Context: an optimization exercise on an open-source flow, tuned for small area, a short achievable clock period and few clock cycles per item. The choices shown serve that exercise and are no tape-out recipe.
Where RTL was checked, it was by simulation tests only, not by an equivalence proof against the original.

==> trial 85 <==
// idct_top
module idct_top (
	input  logic       Clock,
	input  logic       Resetn,
	input  logic       start_i,
	input  idct_pkg::sram_addr_t block_addr_i,
	input  idct_pkg::sram_addr_t out_addr_i,
	output logic       ready_o,
	output logic       done_o,
	output idct_pkg::sram_addr_t sram_addr_o,
	output idct_pkg::sram_data_t sram_wdata_o,
	output logic       sram_we_n_o,
	input  idct_pkg::sram_data_t sram_rdata_i
);
make LEC_CHECK=0 CAP_MARGIN=20 CELL_PAD_IN_SITES_DETAIL_PLACEMENT=1 CELL_PAD_IN_SITES_GLOBAL_PLACEMENT=2 CORE_MARGIN=2 CORE_UTILIZATION=50 CTS_CLUSTER_DIAMETER=60 CTS_CLUSTER_SIZE=20 PLACE_DENSITY=0.7 SETUP_SLACK_MARGIN=3.9 SLEW_MARGIN=20 finish   # period 7.0 ns
run.sh (not shown) runs the stock make flow with config.mk's settings and CLKGATE_MAP_FILE= SYNTH_SCRIPT=/design/flow/synth_recipe.tcl, a recipe that flattens the netlist after the stock synthesis.
==> inputs of trial 16, as changes to trial 85 <==
--- a/flow/design.v
+++ b/flow/design.v
@@ -1973,14 +1973,32 @@
 			else
 				x[k] = rg[0][22*k +: 22];
 		end
 	end
 	logic [22:0] u_n;
+	logic        u_sub;
+	logic [22:0] u_p, u_q;
+	logic [8:0]  u_lo;
+	logic [8:0]  u_m0, u_m1;
+	logic [6:0]  u_h0, u_h1;
+	logic        u_c16;
+	logic        u_sub_q, p1u_q;
+	logic [21:0] ux0, ux4;
+	assign u_sub = u_sub_q;
+	assign ux0 = p1u_q ? {{6{hold[15]}}, hold[15:0]} : rg[0][21:0];
+	assign ux4 = p1u_q ? {{6{hold[4*16+15]}}, hold[4*16 +: 16]} : rg[0][4*22 +: 22];
+	assign u_p = {ux0[21], ux0};
+	assign u_q = {ux4[21], ux4} ^ {23{u_sub}};
+	assign u_lo = {1'b0, u_p[7:0]} + {1'b0, u_q[7:0]} + {8'd0, u_sub};
+	assign u_m0 = {1'b0, u_p[15:8]} + {1'b0, u_q[15:8]};
+	assign u_m1 = {1'b0, u_p[15:8]} + {1'b0, u_q[15:8]} + 9'd1;
+	assign u_h0 = u_p[22:16] + u_q[22:16];
+	assign u_h1 = u_p[22:16] + u_q[22:16] + 7'd1;
+	assign u_c16 = u_lo[8] ? u_m1[8] : u_m0[8];
+	assign u_n = {u_c16 ? u_h1 : u_h0, u_lo[8] ? u_m1[7:0] : u_m0[7:0], u_lo[7:0]};
 	logic [21:0] a_n, b_n, c_n, d_n, f_n, g_n;
 	always_comb begin
-		u_n = (u_i == 2'd0 || u_i == 2'd3) ? ({x[0][21], x[0]} + {x[4][21], x[4]})
-		                                   : ({x[0][21], x[0]} - {x[4][21], x[4]});
 		case (u_i)
 			2'd0: begin a_n =  x[1]; b_n = x[3]; c_n =  x[5]; d_n =  x[7]; f_n =  x[2]; g_n =  x[6]; end
 			2'd1: begin a_n = ~x[5]; b_n = x[1]; c_n = ~x[7]; d_n = ~x[3]; f_n = ~x[6]; g_n =  x[2]; end
 			2'd2: begin a_n = ~x[3]; b_n = x[7]; c_n =  x[1]; d_n =  x[5]; f_n =  x[6]; g_n = ~x[2]; end
 			default: begin a_n = ~x[7]; b_n = x[5]; c_n = ~x[3]; d_n = x[1]; f_n = ~x[2]; g_n = ~x[6]; end
@@ -2181,10 +2199,12 @@
 			p1_row <= '0;
 			p2_pend <= 1'b0;
 			p2_run <= 1'b0;
 			p2w <= '0;
 			i_q <= '0;
+			u_sub_q <= 1'b0;
+			p1u_q <= 1'b0;
 			pend_v <= 1'b0;
 			pend_last <= 1'b0;
 			sram_we_n_o <= 1'b1;
 			d1 <= 1'b0;
 			done_o <= 1'b0;
@@ -2217,10 +2237,15 @@
 				p1_row <= p1_row + 3'd1;
 			p1_run <= p1_run_n;
 			p2_run <= p2_run_n;
 			p2w <= p2w_n;
 			i_q <= p1_run_n ? ph[1:0] : p2w_n[1:0];
+			u_sub_q <= p1_run_n ? (ph[1] ^ ph[0]) : (p2w_n[1] ^ p2w_n[0]);
+			if (ph == 3'd0)
+				p1u_q <= 1'b0;
+			if (ph == 3'd4)
+				p1u_q <= hold_v_n & ~p2_pend_n & ~p2_run;
 			if (wr_now_top) begin
 				pend_v <= 1'b1;
 				pend_last <= (s3_i == 2'd3) && (s3_j == 3'd3);
 			end else begin
 				pend_v <= 1'b0;
CAP_MARGIN = 10   (was 20)
CELL_PAD_IN_SITES_DETAIL_PLACEMENT = 0   (was 1)
CELL_PAD_IN_SITES_GLOBAL_PLACEMENT = 1   (was 2)
CORE_UTILIZATION = 70   (was 50)
CTS_CLUSTER_DIAMETER = 70   (was 60)
CTS_CLUSTER_SIZE = 24   (was 20)
PLACE_DENSITY = 0.85   (was 0.7)
SETUP_SLACK_MARGIN = 3.7   (was 3.9)
SLEW_MARGIN = 10   (was 20)
TNS_END_PERCENT = 5   (was not set)
==> summary of the runs <==
- Against trial 16, the non-clock buffer count of trial 85 is higher by 168.
- Of trial 16 and trial 85, trial 85 has the higher via count (gap 3.6%, measured against trial 85).
- Between trial 16 and trial 85, the lower first-iteration DRC count is in trial 85 (gap 21%, measured against trial 85).
- Of trial 85 and trial 16, trial 85 has the higher cell area (gap 6.4%, measured against trial 16).
==> figures <==
Status: trial 16 complete, no violations; trial 85 complete, no violations
Total number of H-tree levels: trial 16 3; trial 85 4
Finished layout cell area: trial 16 91100 um2; trial 85 96900 um2
Number of combinational gates with multiple inputs: trial 16 3145; trial 85 3179
Count of vias placed by the detailed router: trial 16 46728; trial 85 48451
Hold endpoint: trial 16 rg[0][63]; trial 85 rg[1][13]
Crit path from: trial 16 s3_ls[0]; trial 85 p1_run
Area used by multi-input combinational logic: trial 16 29800 um2; trial 85 31500 um2
Number of well taps: trial 16 1536; trial 85 2189
Seq. cell area: trial 16 50300 um2; trial 85 50500 um2
GR Util met1: trial 16 0.485; trial 85 0.417
Testbench counts of trial 85, summed over its fixed seeds: cycles 37,064, items 384.
Testbench counts of trial 16, summed over its fixed seeds: cycles 37,064, items 384.

---

==> exp/cedar: inputs <==
Another version of the RTL of idct_top (not shown whole).
make LEC_CHECK=0 CAP_MARGIN=20 CELL_PAD_IN_SITES_DETAIL_PLACEMENT=2 CELL_PAD_IN_SITES_GLOBAL_PLACEMENT=4 CORE_MARGIN=2 CORE_UTILIZATION=30 PLACE_DENSITY=0.6 SETUP_SLACK_MARGIN=3.5 SLEW_MARGIN=20 finish   # period 7.0 ns
==> inputs of exp/onyx, as changes to exp/cedar <==
Settings changed: CELL_PAD_IN_SITES_DETAIL_PLACEMENT 2 to 1, CELL_PAD_IN_SITES_GLOBAL_PLACEMENT 4 to 2, CORE_UTILIZATION 30 to 50, CTS_CLUSTER_DIAMETER set to 60, CTS_CLUSTER_SIZE set to 20, PLACE_DENSITY 0.6 to 0.7.
==> impl_metrics.toml <==
[status]
status = "no timing/DRC/antenna violations"

[sta]
period_needed_ps = 3940

[floorplan]
initial_core_util_pct = 30.2

[place]
dp.cells = 9585

[detailed_routing]
wl_per_cell_um = 25.9
vias = 46000

[global_route]
grt_pass1_vias = 51000
grt_max_degree = 115

[clock_network]
clk_path_buf_depth = 4

[layout]
drive_gt1_share_pct = 23.8
# the run above: exp/cedar

==> impl_metrics.toml <==
[detailed_routing]
vias = 45200

[sta]
period_needed_ps = 4040

[global_route]
grt_max_degree = 83

[status]
status = "no timing/DRC/antenna violations"

[layout]
drive_gt1_share_pct = 20.5

[place]
dp.cells = 8178
# the run above: exp/onyx

Testbench counts of exp/cedar, summed over its fixed seeds: cycles 37,032, items 384.
Testbench counts of exp/onyx, summed over its fixed seeds: cycles 37,032, items 384.

---

==> inputs of 09-15 <==
idct_top, a different RTL version from the one above (not shown whole).
export LEC_CHECK = 0
export CAP_MARGIN = 10
export CELL_PAD_IN_SITES_DETAIL_PLACEMENT = 0
export CELL_PAD_IN_SITES_GLOBAL_PLACEMENT = 1
export CORE_MARGIN = 2
export CORE_UTILIZATION = 60
export CTS_CLUSTER_DIAMETER = 80
export CTS_CLUSTER_SIZE = 28
export PLACE_DENSITY = 0.8
export SETUP_SLACK_MARGIN = 3.8
export SLEW_MARGIN = 10
export TNS_END_PERCENT = 5
create_clock -name core_clock -period 7.0 [get_ports {Clock}]
==> inputs of 12-09, as changes to 09-15 <==
--- a/flow/design.v
+++ b/flow/design.v
@@ -1972,36 +1972,31 @@
 				x[k] = {{6{hold[16*k+15]}}, hold[16*k +: 16]};
 			else
 				x[k] = rg[0][22*k +: 22];
 		end
 	end
-	logic [22:0] u_n, u_r;
-	logic [16:0] u_h;
+	logic [22:0] u_n;
 	logic        u_sub;
-	logic [22:0] ur_p, ur_q;
-	logic [8:0]  ur_lo, ur_m0, ur_m1;
-	logic [6:0]  ur_h0, ur_h1;
-	logic        ur_c16;
-	logic [16:0] uh_p, uh_q;
-	logic [8:0]  uh_lo, uh_m0, uh_m1;
-	assign u_sub = ~(u_i == 2'd0 || u_i == 2'd3);
-	assign ur_p = {rg[0][21], rg[0][21:0]};
-	assign ur_q = {rg[0][4*22+21], rg[0][4*22 +: 22]} ^ {23{u_sub}};
-	assign ur_lo = {1'b0, ur_p[7:0]} + {1'b0, ur_q[7:0]} + {8'd0, u_sub};
-	assign ur_m0 = {1'b0, ur_p[15:8]} + {1'b0, ur_q[15:8]};
-	assign ur_m1 = {1'b0, ur_p[15:8]} + {1'b0, ur_q[15:8]} + 9'd1;
-	assign ur_h0 = ur_p[22:16] + ur_q[22:16];
-	assign ur_h1 = ur_p[22:16] + ur_q[22:16] + 7'd1;
-	assign ur_c16 = ur_lo[8] ? ur_m1[8] : ur_m0[8];
-	assign u_r = {ur_c16 ? ur_h1 : ur_h0, ur_lo[8] ? ur_m1[7:0] : ur_m0[7:0], ur_lo[7:0]};
-	assign uh_p = {hold[15], hold[15:0]};
-	assign uh_q = {hold[4*16+15], hold[4*16 +: 16]} ^ {17{u_sub}};
-	assign uh_lo = {1'b0, uh_p[7:0]} + {1'b0, uh_q[7:0]} + {8'd0, u_sub};
-	assign uh_m0 = {1'b0, uh_p[15:8]} + {1'b0, uh_q[15:8]};
-	assign uh_m1 = {1'b0, uh_p[15:8]} + {1'b0, uh_q[15:8]} + 9'd1;
-	assign u_h = {uh_lo[8] ? {uh_p[16] ^ uh_q[16] ^ uh_m1[8], uh_m1[7:0]} : {uh_p[16] ^ uh_q[16] ^ uh_m0[8], uh_m0[7:0]}, uh_lo[7:0]};
-	assign u_n = p1_run ? {{6{u_h[16]}}, u_h} : u_r;
+	logic [22:0] u_p, u_q;
+	logic [8:0]  u_lo;
+	logic [8:0]  u_m0, u_m1;
+	logic [6:0]  u_h0, u_h1;
+	logic        u_c16;
+	logic        u_sub_q, p1u_q;
+	logic [21:0] ux0, ux4;
+	assign u_sub = u_sub_q;
+	assign ux0 = p1u_q ? {{6{hold[15]}}, hold[15:0]} : rg[0][21:0];
+	assign ux4 = p1u_q ? {{6{hold[4*16+15]}}, hold[4*16 +: 16]} : rg[0][4*22 +: 22];
+	assign u_p = {ux0[21], ux0};
+	assign u_q = {ux4[21], ux4} ^ {23{u_sub}};
+	assign u_lo = {1'b0, u_p[7:0]} + {1'b0, u_q[7:0]} + {8'd0, u_sub};
+	assign u_m0 = {1'b0, u_p[15:8]} + {1'b0, u_q[15:8]};
+	assign u_m1 = {1'b0, u_p[15:8]} + {1'b0, u_q[15:8]} + 9'd1;
+	assign u_h0 = u_p[22:16] + u_q[22:16];
+	assign u_h1 = u_p[22:16] + u_q[22:16] + 7'd1;
+	assign u_c16 = u_lo[8] ? u_m1[8] : u_m0[8];
+	assign u_n = {u_c16 ? u_h1 : u_h0, u_lo[8] ? u_m1[7:0] : u_m0[7:0], u_lo[7:0]};
 	logic [21:0] a_n, b_n, c_n, d_n, f_n, g_n;
 	always_comb begin
 		case (u_i)
 			2'd0: begin a_n =  x[1]; b_n = x[3]; c_n =  x[5]; d_n =  x[7]; f_n =  x[2]; g_n =  x[6]; end
 			2'd1: begin a_n = ~x[5]; b_n = x[1]; c_n = ~x[7]; d_n = ~x[3]; f_n = ~x[6]; g_n =  x[2]; end
@@ -2110,19 +2105,15 @@
 	assign wr_r = wr_now_top ? {1'b0, s3_i} : pend_r;
 	assign wr_w = wr_now_top ? s3_w : pend_w;
 	assign wr_word = wr_now_top ? word_top : pend_word;
 	assign wr_last = ~wr_now_top & pend_last;
 	always_ff @(posedge Clock) begin
-		if (s3_p2 && !s3_j[0]) begin
-			st_top <= px_top;
-			st_bot <= px_bot;
-		end
-		if (wr_now_top) begin
-			pend_word <= s3_j[2] ? {px_bot, st_bot} : {st_bot, px_bot};
-			pend_r <= 3'd7 - {1'b0, s3_i};
-			pend_w <= s3_w;
-		end
+		st_top <= px_top;
+		st_bot <= px_bot;
+		pend_word <= s3_j[2] ? {px_bot, st_bot} : {st_bot, px_bot};
+		pend_r <= 3'd7 - {1'b0, s3_i};
+		pend_w <= s3_w;
 	end
 	assign rd_issue = cur_v & ~wr_load & ((rd_k != 3'd0) | (cnt != 2'd2));
 	assign rd_last = rd_issue & (rd_k == 3'd7) & (rd_row == 3'd7);
 	assign cur_free = ~cur_v | rd_last;
 	assign hold_rel = p1_run & (ph == 3'd0);
@@ -2204,10 +2195,12 @@
 			p1_row <= '0;
 			p2_pend <= 1'b0;
 			p2_run <= 1'b0;
 			p2w <= '0;
 			i_q <= '0;
+			u_sub_q <= 1'b0;
+			p1u_q <= 1'b0;
 			pend_v <= 1'b0;
 			pend_last <= 1'b0;
 			sram_we_n_o <= 1'b1;
 			d1 <= 1'b0;
 			done_o <= 1'b0;
@@ -2240,10 +2233,15 @@
 				p1_row <= p1_row + 3'd1;
 			p1_run <= p1_run_n;
 			p2_run <= p2_run_n;
 			p2w <= p2w_n;
 			i_q <= p1_run_n ? ph[1:0] : p2w_n[1:0];
+			u_sub_q <= p1_run_n ? (ph[1] ^ ph[0]) : (p2w_n[1] ^ p2w_n[0]);
+			if (ph == 3'd0)
+				p1u_q <= 1'b0;
+			if (ph == 3'd4)
+				p1u_q <= hold_v_n & ~p2_pend_n & ~p2_run;
 			if (wr_now_top) begin
 				pend_v <= 1'b1;
 				pend_last <= (s3_i == 2'd3) && (s3_j == 3'd3);
 			end else begin
 				pend_v <= 1'b0;
Settings changed: CTS_CLUSTER_DIAMETER 80 to 70, CTS_CLUSTER_SIZE 28 to 24, SETUP_SLACK_MARGIN 3.8 to 3.85.
==> inputs of 11-04, as changes to 09-15 <==
--- a/flow/design.v
+++ b/flow/design.v
@@ -1972,36 +1972,27 @@
 				x[k] = {{6{hold[16*k+15]}}, hold[16*k +: 16]};
 			else
 				x[k] = rg[0][22*k +: 22];
 		end
 	end
-	logic [22:0] u_n, u_r;
-	logic [16:0] u_h;
+	logic [22:0] u_n;
 	logic        u_sub;
-	logic [22:0] ur_p, ur_q;
-	logic [8:0]  ur_lo, ur_m0, ur_m1;
-	logic [6:0]  ur_h0, ur_h1;
-	logic        ur_c16;
-	logic [16:0] uh_p, uh_q;
-	logic [8:0]  uh_lo, uh_m0, uh_m1;
+	logic [22:0] u_p, u_q;
+	logic [8:0]  u_lo;
+	logic [8:0]  u_m0, u_m1;
+	logic [6:0]  u_h0, u_h1;
+	logic        u_c16;
 	assign u_sub = ~(u_i == 2'd0 || u_i == 2'd3);
-	assign ur_p = {rg[0][21], rg[0][21:0]};
-	assign ur_q = {rg[0][4*22+21], rg[0][4*22 +: 22]} ^ {23{u_sub}};
-	assign ur_lo = {1'b0, ur_p[7:0]} + {1'b0, ur_q[7:0]} + {8'd0, u_sub};
-	assign ur_m0 = {1'b0, ur_p[15:8]} + {1'b0, ur_q[15:8]};
-	assign ur_m1 = {1'b0, ur_p[15:8]} + {1'b0, ur_q[15:8]} + 9'd1;
-	assign ur_h0 = ur_p[22:16] + ur_q[22:16];
-	assign ur_h1 = ur_p[22:16] + ur_q[22:16] + 7'd1;
-	assign ur_c16 = ur_lo[8] ? ur_m1[8] : ur_m0[8];
-	assign u_r = {ur_c16 ? ur_h1 : ur_h0, ur_lo[8] ? ur_m1[7:0] : ur_m0[7:0], ur_lo[7:0]};
-	assign uh_p = {hold[15], hold[15:0]};
-	assign uh_q = {hold[4*16+15], hold[4*16 +: 16]} ^ {17{u_sub}};
-	assign uh_lo = {1'b0, uh_p[7:0]} + {1'b0, uh_q[7:0]} + {8'd0, u_sub};
-	assign uh_m0 = {1'b0, uh_p[15:8]} + {1'b0, uh_q[15:8]};
-	assign uh_m1 = {1'b0, uh_p[15:8]} + {1'b0, uh_q[15:8]} + 9'd1;
-	assign u_h = {uh_lo[8] ? {uh_p[16] ^ uh_q[16] ^ uh_m1[8], uh_m1[7:0]} : {uh_p[16] ^ uh_q[16] ^ uh_m0[8], uh_m0[7:0]}, uh_lo[7:0]};
-	assign u_n = p1_run ? {{6{u_h[16]}}, u_h} : u_r;
+	assign u_p = {x[0][21], x[0]};
+	assign u_q = {x[4][21], x[4]} ^ {23{u_sub}};
+	assign u_lo = {1'b0, u_p[7:0]} + {1'b0, u_q[7:0]} + {8'd0, u_sub};
+	assign u_m0 = {1'b0, u_p[15:8]} + {1'b0, u_q[15:8]};
+	assign u_m1 = {1'b0, u_p[15:8]} + {1'b0, u_q[15:8]} + 9'd1;
+	assign u_h0 = u_p[22:16] + u_q[22:16];
+	assign u_h1 = u_p[22:16] + u_q[22:16] + 7'd1;
+	assign u_c16 = u_lo[8] ? u_m1[8] : u_m0[8];
+	assign u_n = {u_c16 ? u_h1 : u_h0, u_lo[8] ? u_m1[7:0] : u_m0[7:0], u_lo[7:0]};
 	logic [21:0] a_n, b_n, c_n, d_n, f_n, g_n;
 	always_comb begin
 		case (u_i)
 			2'd0: begin a_n =  x[1]; b_n = x[3]; c_n =  x[5]; d_n =  x[7]; f_n =  x[2]; g_n =  x[6]; end
 			2'd1: begin a_n = ~x[5]; b_n = x[1]; c_n = ~x[7]; d_n = ~x[3]; f_n = ~x[6]; g_n =  x[2]; end
Settings changed: CAP_MARGIN 10 to 20, CELL_PAD_IN_SITES_DETAIL_PLACEMENT 0 to 1, CELL_PAD_IN_SITES_GLOBAL_PLACEMENT 1 to 2, CORE_UTILIZATION 60 to 50, CTS_CLUSTER_DIAMETER 80 to 60, CTS_CLUSTER_SIZE 28 to 20, PLACE_DENSITY 0.8 to 0.7, SETUP_SLACK_MARGIN 3.8 to 3.9, SLEW_MARGIN 10 to 20, TNS_END_PERCENT 5 to not set.
==> inputs of 10-26, as changes to 09-15 <==
--- a/flow/design.v
+++ b/flow/design.v
@@ -1972,36 +1972,31 @@
 				x[k] = {{6{hold[16*k+15]}}, hold[16*k +: 16]};
 			else
 				x[k] = rg[0][22*k +: 22];
 		end
 	end
-	logic [22:0] u_n, u_r;
-	logic [16:0] u_h;
+	logic [22:0] u_n;
 	logic        u_sub;
-	logic [22:0] ur_p, ur_q;
-	logic [8:0]  ur_lo, ur_m0, ur_m1;
-	logic [6:0]  ur_h0, ur_h1;
-	logic        ur_c16;
-	logic [16:0] uh_p, uh_q;
-	logic [8:0]  uh_lo, uh_m0, uh_m1;
-	assign u_sub = ~(u_i == 2'd0 || u_i == 2'd3);
-	assign ur_p = {rg[0][21], rg[0][21:0]};
-	assign ur_q = {rg[0][4*22+21], rg[0][4*22 +: 22]} ^ {23{u_sub}};
-	assign ur_lo = {1'b0, ur_p[7:0]} + {1'b0, ur_q[7:0]} + {8'd0, u_sub};
-	assign ur_m0 = {1'b0, ur_p[15:8]} + {1'b0, ur_q[15:8]};
-	assign ur_m1 = {1'b0, ur_p[15:8]} + {1'b0, ur_q[15:8]} + 9'd1;
-	assign ur_h0 = ur_p[22:16] + ur_q[22:16];
-	assign ur_h1 = ur_p[22:16] + ur_q[22:16] + 7'd1;
-	assign ur_c16 = ur_lo[8] ? ur_m1[8] : ur_m0[8];
-	assign u_r = {ur_c16 ? ur_h1 : ur_h0, ur_lo[8] ? ur_m1[7:0] : ur_m0[7:0], ur_lo[7:0]};
-	assign uh_p = {hold[15], hold[15:0]};
-	assign uh_q = {hold[4*16+15], hold[4*16 +: 16]} ^ {17{u_sub}};
-	assign uh_lo = {1'b0, uh_p[7:0]} + {1'b0, uh_q[7:0]} + {8'd0, u_sub};
-	assign uh_m0 = {1'b0, uh_p[15:8]} + {1'b0, uh_q[15:8]};
-	assign uh_m1 = {1'b0, uh_p[15:8]} + {1'b0, uh_q[15:8]} + 9'd1;
-	assign u_h = {uh_lo[8] ? {uh_p[16] ^ uh_q[16] ^ uh_m1[8], uh_m1[7:0]} : {uh_p[16] ^ uh_q[16] ^ uh_m0[8], uh_m0[7:0]}, uh_lo[7:0]};
-	assign u_n = p1_run ? {{6{u_h[16]}}, u_h} : u_r;
+	logic [22:0] u_p, u_q;
+	logic [8:0]  u_lo;
+	logic [8:0]  u_m0, u_m1;
+	logic [6:0]  u_h0, u_h1;
+	logic        u_c16;
+	logic        u_sub_q, p1u_q;
+	logic [21:0] ux0, ux4;
+	assign u_sub = u_sub_q;
+	assign ux0 = p1u_q ? {{6{hold[15]}}, hold[15:0]} : rg[0][21:0];
+	assign ux4 = p1u_q ? {{6{hold[4*16+15]}}, hold[4*16 +: 16]} : rg[0][4*22 +: 22];
+	assign u_p = {ux0[21], ux0};
+	assign u_q = {ux4[21], ux4} ^ {23{u_sub}};
+	assign u_lo = {1'b0, u_p[7:0]} + {1'b0, u_q[7:0]} + {8'd0, u_sub};
+	assign u_m0 = {1'b0, u_p[15:8]} + {1'b0, u_q[15:8]};
+	assign u_m1 = {1'b0, u_p[15:8]} + {1'b0, u_q[15:8]} + 9'd1;
+	assign u_h0 = u_p[22:16] + u_q[22:16];
+	assign u_h1 = u_p[22:16] + u_q[22:16] + 7'd1;
+	assign u_c16 = u_lo[8] ? u_m1[8] : u_m0[8];
+	assign u_n = {u_c16 ? u_h1 : u_h0, u_lo[8] ? u_m1[7:0] : u_m0[7:0], u_lo[7:0]};
 	logic [21:0] a_n, b_n, c_n, d_n, f_n, g_n;
 	always_comb begin
 		case (u_i)
 			2'd0: begin a_n =  x[1]; b_n = x[3]; c_n =  x[5]; d_n =  x[7]; f_n =  x[2]; g_n =  x[6]; end
 			2'd1: begin a_n = ~x[5]; b_n = x[1]; c_n = ~x[7]; d_n = ~x[3]; f_n = ~x[6]; g_n =  x[2]; end
@@ -2110,19 +2105,15 @@
 	assign wr_r = wr_now_top ? {1'b0, s3_i} : pend_r;
 	assign wr_w = wr_now_top ? s3_w : pend_w;
 	assign wr_word = wr_now_top ? word_top : pend_word;
 	assign wr_last = ~wr_now_top & pend_last;
 	always_ff @(posedge Clock) begin
-		if (s3_p2 && !s3_j[0]) begin
-			st_top <= px_top;
-			st_bot <= px_bot;
-		end
-		if (wr_now_top) begin
-			pend_word <= s3_j[2] ? {px_bot, st_bot} : {st_bot, px_bot};
-			pend_r <= 3'd7 - {1'b0, s3_i};
-			pend_w <= s3_w;
-		end
+		st_top <= px_top;
+		st_bot <= px_bot;
+		pend_word <= s3_j[2] ? {px_bot, st_bot} : {st_bot, px_bot};
+		pend_r <= 3'd7 - {1'b0, s3_i};
+		pend_w <= s3_w;
 	end
 	assign rd_issue = cur_v & ~wr_load & ((rd_k != 3'd0) | (cnt != 2'd2));
 	assign rd_last = rd_issue & (rd_k == 3'd7) & (rd_row == 3'd7);
 	assign cur_free = ~cur_v | rd_last;
 	assign hold_rel = p1_run & (ph == 3'd0);
@@ -2204,10 +2195,12 @@
 			p1_row <= '0;
 			p2_pend <= 1'b0;
 			p2_run <= 1'b0;
 			p2w <= '0;
 			i_q <= '0;
+			u_sub_q <= 1'b0;
+			p1u_q <= 1'b0;
 			pend_v <= 1'b0;
 			pend_last <= 1'b0;
 			sram_we_n_o <= 1'b1;
 			d1 <= 1'b0;
 			done_o <= 1'b0;
@@ -2240,10 +2233,15 @@
 				p1_row <= p1_row + 3'd1;
 			p1_run <= p1_run_n;
 			p2_run <= p2_run_n;
 			p2w <= p2w_n;
 			i_q <= p1_run_n ? ph[1:0] : p2w_n[1:0];
+			u_sub_q <= p1_run_n ? (ph[1] ^ ph[0]) : (p2w_n[1] ^ p2w_n[0]);
+			if (ph == 3'd0)
+				p1u_q <= 1'b0;
+			if (ph == 3'd4)
+				p1u_q <= hold_v_n & ~p2_pend_n & ~p2_run;
 			if (wr_now_top) begin
 				pend_v <= 1'b1;
 				pend_last <= (s3_i == 2'd3) && (s3_j == 3'd3);
 			end else begin
 				pend_v <= 1'b0;
Settings changed: CTS_CLUSTER_DIAMETER 80 to 70, CTS_CLUSTER_SIZE 28 to 24, SETUP_SLACK_MARGIN 3.8 to 3.7.
==> results.sh <==
export IMPL_yosysSeqAreaShare_pct=60.1
export IMPL_status="complete, no violations"
export IMPL_seq_cells=2302
export IMPL_fin_nets=7467
export IMPL_timing_fmax_mhz=276
export IMPL_cts_buffers=120
export IMPL_drtIter0Drc=3641
export IMPL_wl_met3_um=14200
export IMPL_crit_end="s1_u[19]"
export IMPL_antenna_cells=5
export IMPL_die_x_um=375
export IMPL_startpoint="p1u_q"
That was 12-09.
==> results.sh <==
export IMPL_status="complete, no violations"
export IMPL_drtIter0Drc=3736
export IMPL_synth_top_family_by_area="adder cells"
export IMPL_startpoint="p1u_q"
export IMPL_seq_cells=2302
export IMPL_yosysSeqAreaShare_pct=60.1
export IMPL_wl_met3_um=14000
export IMPL_die_x_um=375
export IMPL_grt_busiest_layer="met1"
export IMPL_top_regs="rg x1408, hold x128, sh x128"
export IMPL_crit_end="s1_u[17]"
export IMPL_final_setup_worst_slack_ps=3380
export IMPL_synth_area_sq_um=82800
export IMPL_fin_nets=7435
That was 10-26.
==> results.sh <==
export IMPL_drtIter0Drc=4587
export IMPL_die_x_um=377
export IMPL_wl_met3_um=16000
export IMPL_status="complete, no violations"
export IMPL_yosysSeqAreaShare_pct=60.1
export IMPL_seq_cells=2300
export IMPL_cts_buffers=103
export IMPL_startpoint="i_q[0]"
That was 09-15.
==> results.sh <==
export IMPL_seq_cells=2300
export IMPL_crit_end="s1_u[17]"
export IMPL_wl_met3_um=10800
export IMPL_startpoint="i_q[0]"
export IMPL_drtIter0Drc=3290
export IMPL_multi_input_area_share_pct=32.0
export IMPL_yosysSeqAreaShare_pct=60.2
export IMPL_synth_top_area_share_pct=45.2
export IMPL_timing_fmax_mhz=280
export IMPL_die_x_um=412
export IMPL_fin_nets=7711
export IMPL_overflow=0
export IMPL_status="complete, no violations"
That was 11-04.
Testbench counts of 12-09, summed over its fixed seeds: cycles 37,064, items 384.
Testbench counts of 11-04, summed over its fixed seeds: cycles 37,064, items 384.
Testbench counts of 10-26, summed over its fixed seeds: cycles 37,064, items 384.
The RTL of 09-15 was laid out without a check of its function.

## separate check: timing with driven ports
Ports are ideal in the flow. The routed layouts listed here were re-timed in OpenROAD. Step 1 sets driving cells, clkbuf_16 on the clock port and buf_2 on the other inputs (assumed; they add their load-dependent delay and slew). Step 2 times the ports against the registers' clock, not the clock port: input delays grow and output delays shrink by t, the midpoint of the rising clock arrivals with the driver on. Three values: ideal ports, drivers, drivers and shift; two values: the first two.
run | shift t [ns] | setup WS [ns] | worst data-port slew with drivers (ns)
trial 85 | 0.899 | 3.041 / 3.041 / 3.041 | 0.14
trial 16 | 0.843 | 3.536 / 3.536 / 3.536 | 0.12
exp/cedar | 0.958 | 3.058 / 3.058 / 3.058 | 0.13
exp/onyx | 0.897 | 2.959 / 2.959 / 2.959 | 0.05
09-15 | 0.829 | 3.070 / 3.070 / 3.070 | 0.11
12-09 | 0.864 | 3.375 / 3.375 / 3.375 | 0.07
11-04 | 0.890 | 3.424 / 3.424 / 3.424 | 0.12
10-26 | 0.859 | 3.382 / 3.382 / 3.382 | 0.07
After both steps every run listed still meets setup and hold.
